This is an optimization exercise on Yosys and OpenROAD, whose aim is a short achievable clock period and few clock cycles per item, not a production implementation.
Only simulation tests tie the RTL to the original design; equivalence was not proved.
The clock port is modelled as an ideal driver, which makes a skipped or thinned clock tree look cheaper than it is; a real chip needs a root buffer or a tree.
Power is estimated from default activity; no workload was simulated.

==> flow/design.v (excerpt) <==
module mem_issue_sched #(
  parameter int NLD = 4,
  parameter int NST = 4
) (
  input  logic        clock,
  input  logic        resetn,
  input  logic        alloc_valid,
  input  logic        alloc_store,
  input  logic [31:0] alloc_address,
  input  logic [31:0] alloc_data,
  input  logic [4:0]  alloc_dst,
  output logic        rs_lok,
  output logic        rs_sok,
  output logic        rs_free,
  output logic        mem_req,
  output logic        mem_we,
  output logic [31:0] mem_addr,
  output logic [31:0] mem_wdata,
  input  logic        mem_ack,
  input  logic [31:0] mem_rdata,
  output logic [63:0] out_databus,
  output logic        write_databus,
  output logic [4:0]  out_dst,
  output logic [31:0] out_dst_data,
  output logic        write_dst
);
Size in the first run: about 2,000 cells after synthesis, roughly 280 I/O pins, about 29,000 um2 of cells after synthesis.
Settings: LEC_CHECK=0, ABC_CLOCK_PERIOD_IN_PS=1500, CAP_MARGIN=20, CORE_MARGIN=2, CORE_UTILIZATION=40, SETUP_SLACK_MARGIN=5, SLEW_MARGIN=20; clock period 6.5 ns.
standard.sh (not shown) runs the stock make flow with config.mk's settings and CLKGATE_MAP_FILE= SYNTH_SCRIPT=/design/flow/synth_recipe.tcl, a recipe that flattens the netlist after the stock synthesis.
==> flow/flow/run.sh <==
#!/bin/bash
# Standard ORFS layout, except that the clock tree is built by flow/pre_cts.tcl (a shallow,
# balanced two-level tree) instead of TritonCTS, and flow/post_cts.tcl adds a second setup repair. make's output goes to standard.log; each ORFS
# step keeps its own log under orfs/logs.
set -euo pipefail
here=$(pwd)
bash standard.sh PRE_CTS_TCL="$here/flow/pre_cts.tcl" POST_CTS_TCL="$here/flow/post_cts.tcl" finish > "$here/standard.log" 2>&1
Other scripts of this flow, unchanged in this note and not shown: flow/flow/mktree.tcl, flow/flow/mvbuf.tcl, flow/flow/post_cts.tcl, flow/flow/pre_cts.tcl
Testbench counts at the start, summed over its fixed seeds: cycles 3,216, items 3,200.
Rerun with:
--- a/flow/design.v
+++ b/flow/design.v
@@ -19,17 +19,17 @@
   input  logic        mem_ack,
   input  logic [31:0] mem_rdata,
   output logic [63:0] out_databus,
   output logic        write_databus,
   output logic [4:0]  out_dst,
   output logic [31:0] out_dst_data,
   output logic        write_dst
 );
-  localparam int NQ = NLD + NST;       
+  localparam int NQ = NLD + NST + 1;   
   localparam int NU = NLD + NST;
   logic        q_st   [NQ];
   logic [31:0] q_addr [NQ];
   logic [31:0] q_data [NQ];
   logic [4:0]  q_dst  [NQ];
   logic [NQ-1:0]  rp_q;                
   logic [NQ-1:0]  wp_l;                
   logic [NU-1:0]  u_l;                 
@@ -37,17 +37,16 @@
   logic [NST-1:0] st_l;                
   logic           acc_q, acc_ld_q, acc_st_q, xfern_q, clp_q, csp_q;
   logic [NQ-1:0]  wp;
   logic [NU-1:0]  u;
   logic [NLD-1:0] ld;
   logic [NST-1:0] st;
   logic           lokn_q, sokn_q;      
   logic           hvn_q, ge2_q;        
-  logic           full_q;              
   logic           cln_q, cs_q;         
   logic        mem_req_q, mem_we_q;
   logic [31:0] mem_addr_q, mem_wdata_q;
   logic        write_databus_q, write_dst_q;
   logic        cmp_st_q, cmp_ld_q;
   logic [31:0] cmp_addr_q, out_dst_data_q;
   logic [4:0]  out_dst_q;
   logic        rs_lok_q, rs_sok_q, rs_free_q;
@@ -106,17 +105,17 @@
     tk_addr = ge2_q ? nx_addr : alloc_address;
     tk_data = ge2_q ? nx_data : alloc_data;
     ht_st   = ~hvn_q ? cu_st   : alloc_store;
     ht_addr = ~hvn_q ? cu_addr : alloc_address;
     ht_data = ~hvn_q ? cu_data : alloc_data;
   end
   always_ff @(posedge clock) begin
     for (int i = 0; i < NQ; i++)
-      if (wp[i] & ~full_q) begin
+      if (wp[i]) begin
         q_st[i]   <= alloc_store;
         q_addr[i] <= alloc_address;
         q_data[i] <= alloc_data;
         q_dst[i]  <= alloc_dst;
       end
   end
   always_ff @(posedge clock) begin
     mem_we_q       <= mem_ack ? tk_st   : ht_st;
@@ -140,17 +139,16 @@
       acc_st_q        <= 1'b0;
       xfern_q         <= 1'b1;
       clp_q           <= 1'b0;
       csp_q           <= 1'b0;
       lokn_q          <= 1'b0;
       sokn_q          <= 1'b0;
       hvn_q           <= 1'b1;
       ge2_q           <= 1'b0;
-      full_q          <= 1'b0;
       cln_q           <= 1'b1;
       cs_q            <= 1'b0;
       mem_req_q       <= 1'b0;
       write_databus_q <= 1'b0;
       write_dst_q     <= 1'b0;
       rs_lok_q        <= 1'b1;
       rs_sok_q        <= 1'b1;
       rs_free_q       <= 1'b1;
@@ -165,17 +163,16 @@
       acc_st_q        <= acc_st;
       xfern_q         <= ~xfer;
       clp_q           <= ~cln_q;
       csp_q           <= cs_q;
       lokn_q          <= ld_full;
       sokn_q          <= st_full;
       hvn_q           <= ~(acc | u[1] | (u[0] & ~mem_ack));
       ge2_q           <= u[2] | (u[1] & (acc | ~mem_ack)) | (u[0] & acc & ~mem_ack);
-      full_q          <= ~xfer & (u[NU-1] | (u[NU-2] & acc));
       cln_q           <= ~(xfer & ~cu_st);
       cs_q            <= xfer & cu_st;
       mem_req_q       <= acc | u[1] | (u[0] & ~mem_ack);
       write_databus_q <= xfer;
       write_dst_q     <= xfer & ~cu_st;
       rs_lok_q        <= ~ld_full;
       rs_sok_q        <= ~st_full;
       rs_free_q       <= ~acc & free_if_idle;
Design area grows by 10%.
Worst hold slack gains 29 ps.
First-iteration DRC count grows by 36%.
Final cell count came out higher by 14%.
Total power went up by 12%.
Maximum frequency came out higher by 4.0%.
Global-route usage goes up by 2.1 points.
Testbench counts after the change, summed over its fixed seeds: cycles 3,216, items 3,200.
No run of this note takes its clock network from TritonCTS; it comes from the design's own scripts or RTL.

---

## delta
mem_issue_sched, a different RTL version from the one above (not shown whole).
Size in the first run: ~1,600 cells after synthesis, roughly 810 flip-flops, roughly 280 I/O pins.
==> module mem_issue_sched, before the edit <==
module mem_issue_sched #(
  parameter int NLD = 4,
  parameter int NST = 4
) (
  input  logic        clock,
  input  logic        resetn,
  input  logic        alloc_valid,
  input  logic        alloc_store,
  input  logic [31:0] alloc_address,
  input  logic [31:0] alloc_data,
  input  logic [4:0]  alloc_dst,
  output logic        rs_lok,
  output logic        rs_sok,
  output logic        rs_free,
  output logic        mem_req,
  output logic        mem_we,
  output logic [31:0] mem_addr,
  output logic [31:0] mem_wdata,
  input  logic        mem_ack,
  input  logic [31:0] mem_rdata,
  output logic [63:0] out_databus,
  output logic        write_databus,
  output logic [4:0]  out_dst,
  output logic [31:0] out_dst_data,
  output logic        write_dst
);
  localparam int NQ = NLD + NST + 1;   
  localparam int NU = NLD + NST;
  logic        q_st   [NQ];
  logic [31:0] q_addr [NQ];
  logic [31:0] q_data [NQ];
  logic [4:0]  q_dst  [NQ];
  logic [NQ-1:0] wp_q, rp_q;           
  logic [NU-1:0]  u_q, u_d;
  logic [NLD-1:0] ld_q, ld_d;
  logic [NST-1:0] st_q, st_d;
  logic        mem_req_q, mem_we_q;
  logic [31:0] mem_addr_q, mem_wdata_q;
  logic [4:0]  hd_dst_q;
  logic        write_databus_q, write_dst_q, comp_st_q;
  logic        cmp_st_q;
  logic [31:0] cmp_addr_q, out_dst_data_q;
  logic [4:0]  out_dst_q;
  logic        rs_lok_q, rs_sok_q, rs_free_q;
  logic acc, acc_ld, acc_st, xfer, load_hd;
  logic inc_u, dec_u, inc_ld, dec_ld, inc_st, dec_st;
  logic        nx_st;
  logic [31:0] nx_addr, nx_data;
  logic [4:0]  nx_dst;
  always_comb begin
    acc    = alloc_valid & (alloc_store ? rs_sok_q : rs_lok_q);
    acc_ld = alloc_valid & ~alloc_store & rs_lok_q;
    acc_st = alloc_valid & alloc_store & rs_sok_q;
    xfer   = mem_req_q & mem_ack;
    load_hd = ~mem_req_q | mem_ack;
    inc_u  = acc & ~xfer;
    dec_u  = xfer & ~acc;
    inc_ld = acc_ld & ~write_dst_q;
    dec_ld = write_dst_q & ~acc_ld;
    inc_st = acc_st & ~comp_st_q;
    dec_st = comp_st_q & ~acc_st;
    for (int k = 0; k < NU; k++)
      u_d[k] = inc_u ? ((k == 0) ? 1'b1 : u_q[k-1])
             : dec_u ? ((k == NU - 1) ? 1'b0 : u_q[k+1])
             : u_q[k];
    for (int k = 0; k < NLD; k++)
      ld_d[k] = inc_ld ? ((k == 0) ? 1'b1 : ld_q[k-1])
              : dec_ld ? ((k == NLD - 1) ? 1'b0 : ld_q[k+1])
              : ld_q[k];
    for (int k = 0; k < NST; k++)
      st_d[k] = inc_st ? ((k == 0) ? 1'b1 : st_q[k-1])
              : dec_st ? ((k == NST - 1) ? 1'b0 : st_q[k+1])
              : st_q[k];
    nx_st   = 1'b0;
    nx_addr = '0;
    nx_data = '0;
    nx_dst  = '0;
    for (int i = 0; i < NQ; i++)
      if (rp_q[(i + NQ - 1) % NQ]) begin
        nx_st   = nx_st   | q_st[i];
        nx_addr = nx_addr | q_addr[i];
        nx_data = nx_data | q_data[i];
        nx_dst  = nx_dst  | q_dst[i];
      end
  end
  always_ff @(posedge clock) begin
    for (int i = 0; i < NQ; i++)
      if (wp_q[i]) begin
        q_st[i]   <= alloc_store;
        q_addr[i] <= alloc_address;
        q_data[i] <= alloc_data;
        q_dst[i]  <= alloc_dst;
      end
  end
  always_ff @(posedge clock) begin
    if (load_hd) begin
      if (u_q[1]) begin
        mem_we_q    <= nx_st;
        mem_addr_q  <= nx_addr;
        mem_wdata_q <= nx_data;
        hd_dst_q    <= nx_dst;
      end else begin
        mem_we_q    <= alloc_store;
        mem_addr_q  <= alloc_address;
        mem_wdata_q <= alloc_data;
        hd_dst_q    <= alloc_dst;
      end
    end
    cmp_st_q       <= mem_we_q;
    cmp_addr_q     <= mem_addr_q;
    out_dst_q      <= hd_dst_q;
    out_dst_data_q <= mem_rdata;
  end
  always_ff @(posedge clock) begin
    if (!resetn) begin
      wp_q            <= NQ'(1);
      rp_q            <= NQ'(1);
      u_q             <= '0;
      ld_q            <= '0;
      st_q            <= '0;
      mem_req_q       <= 1'b0;
      write_databus_q <= 1'b0;
      write_dst_q     <= 1'b0;
      comp_st_q       <= 1'b0;
      rs_lok_q        <= 1'b1;
      rs_sok_q        <= 1'b1;
      rs_free_q       <= 1'b1;
    end else begin
      if (acc)  wp_q <= {wp_q[NQ-2:0], wp_q[NQ-1]};
      if (xfer) rp_q <= {rp_q[NQ-2:0], rp_q[NQ-1]};
      u_q             <= u_d;
      ld_q            <= ld_d;
      st_q            <= st_d;
      mem_req_q       <= u_d[0];
      write_databus_q <= xfer;
      write_dst_q     <= xfer & ~mem_we_q;
      comp_st_q       <= xfer & mem_we_q;
      rs_lok_q        <= ~ld_d[NLD-1];
      rs_sok_q        <= ~st_d[NST-1];
      rs_free_q       <= ~ld_d[0] & ~st_d[0];
    end
  end
  assign rs_lok        = rs_lok_q;
  assign rs_sok        = rs_sok_q;
  assign rs_free       = rs_free_q;
  assign mem_req       = mem_req_q;
  assign mem_we        = mem_we_q;
  assign mem_addr      = mem_addr_q;
  assign mem_wdata     = mem_wdata_q;
  assign write_databus = write_databus_q;
  assign out_databus   = {14'h0, cmp_st_q, ~cmp_st_q, 16'h0, cmp_addr_q};
  assign write_dst     = write_dst_q;
  assign out_dst       = out_dst_q;
  assign out_dst_data  = out_dst_data_q;
endmodule
make LEC_CHECK=0 ABC_CLOCK_PERIOD_IN_PS=1500 CAP_MARGIN=20 CORE_MARGIN=2 CORE_UTILIZATION=40 SETUP_SLACK_MARGIN=5 SLEW_MARGIN=20 finish   # period 6.5 ns
run.sh (not shown) runs the stock make flow with config.mk's settings and CLKGATE_MAP_FILE= SYNTH_SCRIPT=/design/flow/synth_recipe.tcl, a recipe that flattens the netlist after the stock synthesis.
Stock flow here: none of the scripts above is used.
delta | status: complete | timing, DRC, antenna: pass
Testbench counts of delta, summed over its fixed seeds: cycles 3,216, items 3,200.
Setup changes, delta to juniper
-- flow/design.v --
<<< delta, line 45
  logic acc, acc_ld, acc_st, xfer, load_hd;
  logic inc_u, dec_u, inc_ld, dec_ld, inc_st, dec_st;
  logic        nx_st;
  logic [31:0] nx_addr, nx_data;
  logic [4:0]  nx_dst;
  always_comb begin
    acc    = alloc_valid & (alloc_store ? rs_sok_q : rs_lok_q);
>>> juniper, line 45
  logic acc, acc_ld, acc_st, xfer, load_hd;
  logic inc_u, dec_u, inc_ld, dec_ld, inc_st, dec_st;
  logic        cu_st, nx_st;
  logic [31:0] cu_addr, cu_data, nx_addr, nx_data;
  logic [4:0]  cu_dst, nx_dst;
  always_comb begin
    acc    = alloc_valid & (alloc_store ? rs_sok_q : rs_lok_q);
<<< delta, line 72
              : dec_st ? ((k == NST - 1) ? 1'b0 : st_q[k+1])
              : st_q[k];
    nx_st   = 1'b0;
    nx_addr = '0;
    nx_data = '0;
    nx_dst  = '0;
    for (int i = 0; i < NQ; i++)
      if (rp_q[(i + NQ - 1) % NQ]) begin
        nx_st   = nx_st   | q_st[i];
>>> juniper, line 72
              : dec_st ? ((k == NST - 1) ? 1'b0 : st_q[k+1])
              : st_q[k];
    cu_st   = 1'b0;
    cu_addr = '0;
    cu_data = '0;
    cu_dst  = '0;
    nx_st   = 1'b0;
    nx_addr = '0;
    nx_data = '0;
    nx_dst  = '0;
    for (int i = 0; i < NQ; i++) begin
      if (rp_q[i]) begin
        cu_st   = cu_st   | q_st[i];
        cu_addr = cu_addr | q_addr[i];
        cu_data = cu_data | q_data[i];
        cu_dst  = cu_dst  | q_dst[i];
      end
      if (rp_q[(i + NQ - 1) % NQ]) begin
        nx_st   = nx_st   | q_st[i];
<<< delta, line 83
        nx_dst  = nx_dst  | q_dst[i];
      end
  end
  always_ff @(posedge clock) begin
>>> juniper, line 93
        nx_dst  = nx_dst  | q_dst[i];
      end
    end
  end
  always_ff @(posedge clock) begin
<<< delta, line 94
  end
  always_ff @(posedge clock) begin
    if (load_hd) begin
      if (u_q[1]) begin
        mem_we_q    <= nx_st;
>>> juniper, line 105
  end
  always_ff @(posedge clock) begin
    if (!load_hd) begin
      mem_we_q    <= cu_st;
      mem_addr_q  <= cu_addr;
      mem_wdata_q <= cu_data;
      hd_dst_q    <= cu_dst;
    end else begin
      if (u_q[1]) begin
        mem_we_q    <= nx_st;
Notes after the runs:
juniper against delta; area of the mapped netlist is up by more than 10%. Looking at juniper and delta, the area fraction of clock buffers and clock inverters is a wash. Side by side, sequential area share after synthesis turned out lower in juniper than in delta. Lower maximum operating frequency goes to delta over juniper. Summary — count of placed standard cells including taps, juniper relative to delta: higher, by 656. Of the two candidates, delta has the worse slack of the critical path and juniper the better one. The sequential share of layout area of juniper is lower than that of delta. juniper vs. delta: count of cells resized by post-cts repair up 30; wire length up 42%; number of CTS-inserted buffers up about 2.4%. Going from delta to juniper, number of nets in the finished design higher, worst hold-check slack now sits lower.
Testbench counts of juniper, summed over its fixed seeds: cycles 3,216, items 3,200.

---

mem_issue_sched with an RTL version that a note above also has.
For scale: ~2400 cells after synthesis, roughly 820 flip-flops, about 280 I/O pins, roughly 32000 sq um of cells after synthesis.
clock: 6.5 ns
lec_check: 0
abc_clock_period_in_ps: 1500
cap_margin: 20
core_margin: 2
core_utilization: 40
setup_slack_margin: 5
slew_margin: 20
standard.sh (not shown) runs the stock make flow with config.mk's settings and CLKGATE_MAP_FILE= SYNTH_SCRIPT=/design/flow/synth_recipe.tcl, a recipe that flattens the netlist after the stock synthesis.
==> flow/flow/run.sh <==
#!/bin/bash
# Standard ORFS layout, except that the clock tree is built by flow/pre_cts.tcl (a shallow,
# balanced two-level tree) instead of TritonCTS. make's output goes to standard.log; each ORFS
# step keeps its own log under orfs/logs.
set -euo pipefail
here=$(pwd)
bash standard.sh PRE_CTS_TCL="$here/flow/pre_cts.tcl" finish > "$here/standard.log" 2>&1
Other scripts of this flow, unchanged in this note and not shown: flow/flow/mktree.tcl, flow/flow/mvbuf.tcl, flow/flow/pre_cts.tcl
Testbench counts at the start, summed over its fixed seeds: cycles 3,216, items 3,200.
Change:
--- a/flow/design.v
+++ b/flow/design.v
@@ -22,51 +22,48 @@
   output logic        write_databus,
   output logic [4:0]  out_dst,
   output logic [31:0] out_dst_data,
   output logic        write_dst
 );
   localparam int NQ = NLD + NST + 1;   
   localparam int NU = NLD + NST;
   logic        q_st   [NQ];
   logic [31:0] q_addr [NQ];
   logic [31:0] q_data [NQ];
   logic [4:0]  q_dst  [NQ];
-  logic [NQ-1:0]  rp_q;                
-  logic [NQ-1:0]  wp_l;                
+  logic [NQ-1:0]  wp_q, rp_q;          
   logic [NU-1:0]  u_l;                 
   logic [NLD-1:0] ld_l;                
   logic [NST-1:0] st_l;                
   logic           acc_q, acc_ld_q, acc_st_q, xfern_q, clp_q, csp_q;
-  logic [NQ-1:0]  wp;
   logic [NU-1:0]  u;
   logic [NLD-1:0] ld;
   logic [NST-1:0] st;
   logic           lokn_q, sokn_q;      
   logic           hvn_q, ge2_q;        
   logic           cln_q, cs_q;         
   logic        mem_req_q, mem_we_q;
   logic [31:0] mem_addr_q, mem_wdata_q;
   logic        write_databus_q, write_dst_q;
   logic        cmp_st_q, cmp_ld_q;
   logic [31:0] cmp_addr_q, out_dst_data_q;
   logic [4:0]  out_dst_q;
   logic        rs_lok_q, rs_sok_q, rs_free_q;
   logic acc, acc_ld, acc_st, xfer, comp;
   logic ld_full, st_full, free_if_idle;
   logic        cu_st, nx_st;
   logic [31:0] cu_addr, cu_data, nx_addr, nx_data;
   logic [4:0]  cu_dst, nx_dst;
   logic        tk_st, ht_st;
   logic [31:0] tk_addr, tk_data, ht_addr, ht_data;
   always_comb begin
-    wp = acc_q ? {wp_l[NQ-2:0], wp_l[NQ-1]} : wp_l;
     for (int k = 0; k < NU; k++)
       u[k] = (acc_q && xfern_q) ? ((k == 0) ? 1'b1 : u_l[k-1])
            : (!xfern_q && !acc_q) ? ((k == NU - 1) ? 1'b0 : u_l[k+1])
            : u_l[k];
     for (int k = 0; k < NLD; k++)
       ld[k] = (acc_ld_q && !clp_q) ? ((k == 0) ? 1'b1 : ld_l[k-1])
             : (clp_q && !acc_ld_q) ? ((k == NLD - 1) ? 1'b0 : ld_l[k+1])
             : ld_l[k];
     for (int k = 0; k < NST; k++)
       st[k] = (acc_st_q && !csp_q) ? ((k == 0) ? 1'b1 : st_l[k-1])
             : (csp_q && !acc_st_q) ? ((k == NST - 1) ? 1'b0 : st_l[k+1])
@@ -102,42 +99,42 @@
       end
     end
     tk_st   = ge2_q ? nx_st   : alloc_store;
     tk_addr = ge2_q ? nx_addr : alloc_address;
     tk_data = ge2_q ? nx_data : alloc_data;
     ht_st   = ~hvn_q ? cu_st   : alloc_store;
     ht_addr = ~hvn_q ? cu_addr : alloc_address;
     ht_data = ~hvn_q ? cu_data : alloc_data;
   end
   always_ff @(posedge clock) begin
     for (int i = 0; i < NQ; i++)
-      if (wp[i]) begin
+      if (wp_q[i]) begin
         q_st[i]   <= alloc_store;
         q_addr[i] <= alloc_address;
         q_data[i] <= alloc_data;
         q_dst[i]  <= alloc_dst;
       end
   end
   always_ff @(posedge clock) begin
     mem_we_q       <= mem_ack ? tk_st   : ht_st;
     mem_addr_q     <= mem_ack ? tk_addr : ht_addr;
     mem_wdata_q    <= mem_ack ? tk_data : ht_data;
     cmp_st_q       <= cu_st;
     cmp_ld_q       <= ~cu_st;
     cmp_addr_q     <= cu_addr;
     out_dst_q      <= cu_dst;
     out_dst_data_q <= mem_rdata;
   end
   always_ff @(posedge clock) begin
     if (!resetn) begin
-      wp_l            <= NQ'(1);
+      wp_q            <= NQ'(1);
       rp_q            <= NQ'(1);
       u_l             <= '0;
       ld_l            <= '0;
       st_l            <= '0;
       acc_q           <= 1'b0;
       acc_ld_q        <= 1'b0;
       acc_st_q        <= 1'b0;
       xfern_q         <= 1'b1;
       clp_q           <= 1'b0;
       csp_q           <= 1'b0;
       lokn_q          <= 1'b0;
@@ -145,23 +142,23 @@
       hvn_q           <= 1'b1;
       ge2_q           <= 1'b0;
       cln_q           <= 1'b1;
       cs_q            <= 1'b0;
       mem_req_q       <= 1'b0;
       write_databus_q <= 1'b0;
       write_dst_q     <= 1'b0;
       rs_lok_q        <= 1'b1;
       rs_sok_q        <= 1'b1;
       rs_free_q       <= 1'b1;
     end else begin
-      wp_l            <= wp;
+      if (acc)  wp_q  <= {wp_q[NQ-2:0], wp_q[NQ-1]};
       if (xfer) rp_q  <= {rp_q[NQ-2:0], rp_q[NQ-1]};
       u_l             <= u;
       ld_l            <= ld;
       st_l            <= st;
       acc_q           <= acc;
       acc_ld_q        <= acc_ld;
       acc_st_q        <= acc_st;
       xfern_q         <= ~xfer;
       clp_q           <= ~cln_q;
       csp_q           <= cs_q;
       lokn_q          <= ld_full;
After rerunning: Die area hardly moves; final cell count decreases by about 2.7%; total power decreases by 5.2%; worst hold slack degrades by 0.024 ns; routed wire length decreases by 14%; via count decreases by 7.4%; cell area decreases by about 4%; first-iteration DRC count decreases by about 28%; sequential power decreases by about 1%; worst setup slack degrades by 0.067 ns; flip-flop and latch count stays the same; synthesized cell count increases by 0.38%; clock power decreases by about 2%.
Testbench counts after the change, summed over its fixed seeds: cycles 3,216, items 3,200.
In every run of this note, the design's own scripts or RTL, not TritonCTS, make the clock network.

## separate check: timing with driven ports
The results above use ideal ports. As a check the final layouts listed here were re-extracted and re-timed, cells and wires unchanged. Step 1, drivers: a clkbuf_16 drives clock and a buf_2 each remaining input, both assumed. Step 2 times the ports against the registers' clock, not the clock port: input delays grow and output delays shrink by t, the midpoint of the rising clock arrivals with the driver on. a / b / c = ideal ports / drivers / drivers and shift; a / b = the first two.
run | shift t [ns] | slack for setup (ns) | worst hold slack (ns) | worst setup path after step 2 | cell pins on the clock port's net
the first run of note 1 | 0.458 | 4.430 / 4.212 / 3.754 | 0.495 / 0.495 / 0.495 | input to register | 4
the second run of note 1 | 0.476 | 4.509 / 4.152 / 3.677 | 0.524 / 0.525 / 0.525 | input to register | 4
delta | 0.694 | 3.832 / 3.765 / 3.881 | 0.346 / 0.346 / 0.346 | input to register | 1
juniper | 0.728 | 4.014 / 3.945 / 3.814 | 0.328 / 0.328 / 0.328 | input to register | 1
the first run of note 3 | 0.488 | 4.498 / 4.187 / 3.699 | 0.492 / 0.493 / 0.493 | input to register | 4
the second run of note 3 | 0.482 | 4.431 / 4.219 / 3.955 | 0.468 / 0.469 / 0.469 | input to register | 4
After both steps setup and hold are still met in every run listed. The setup slack of the second run of note 1, which loses most, moves by -0.357 ns with the drivers and by -0.832 ns with both steps.
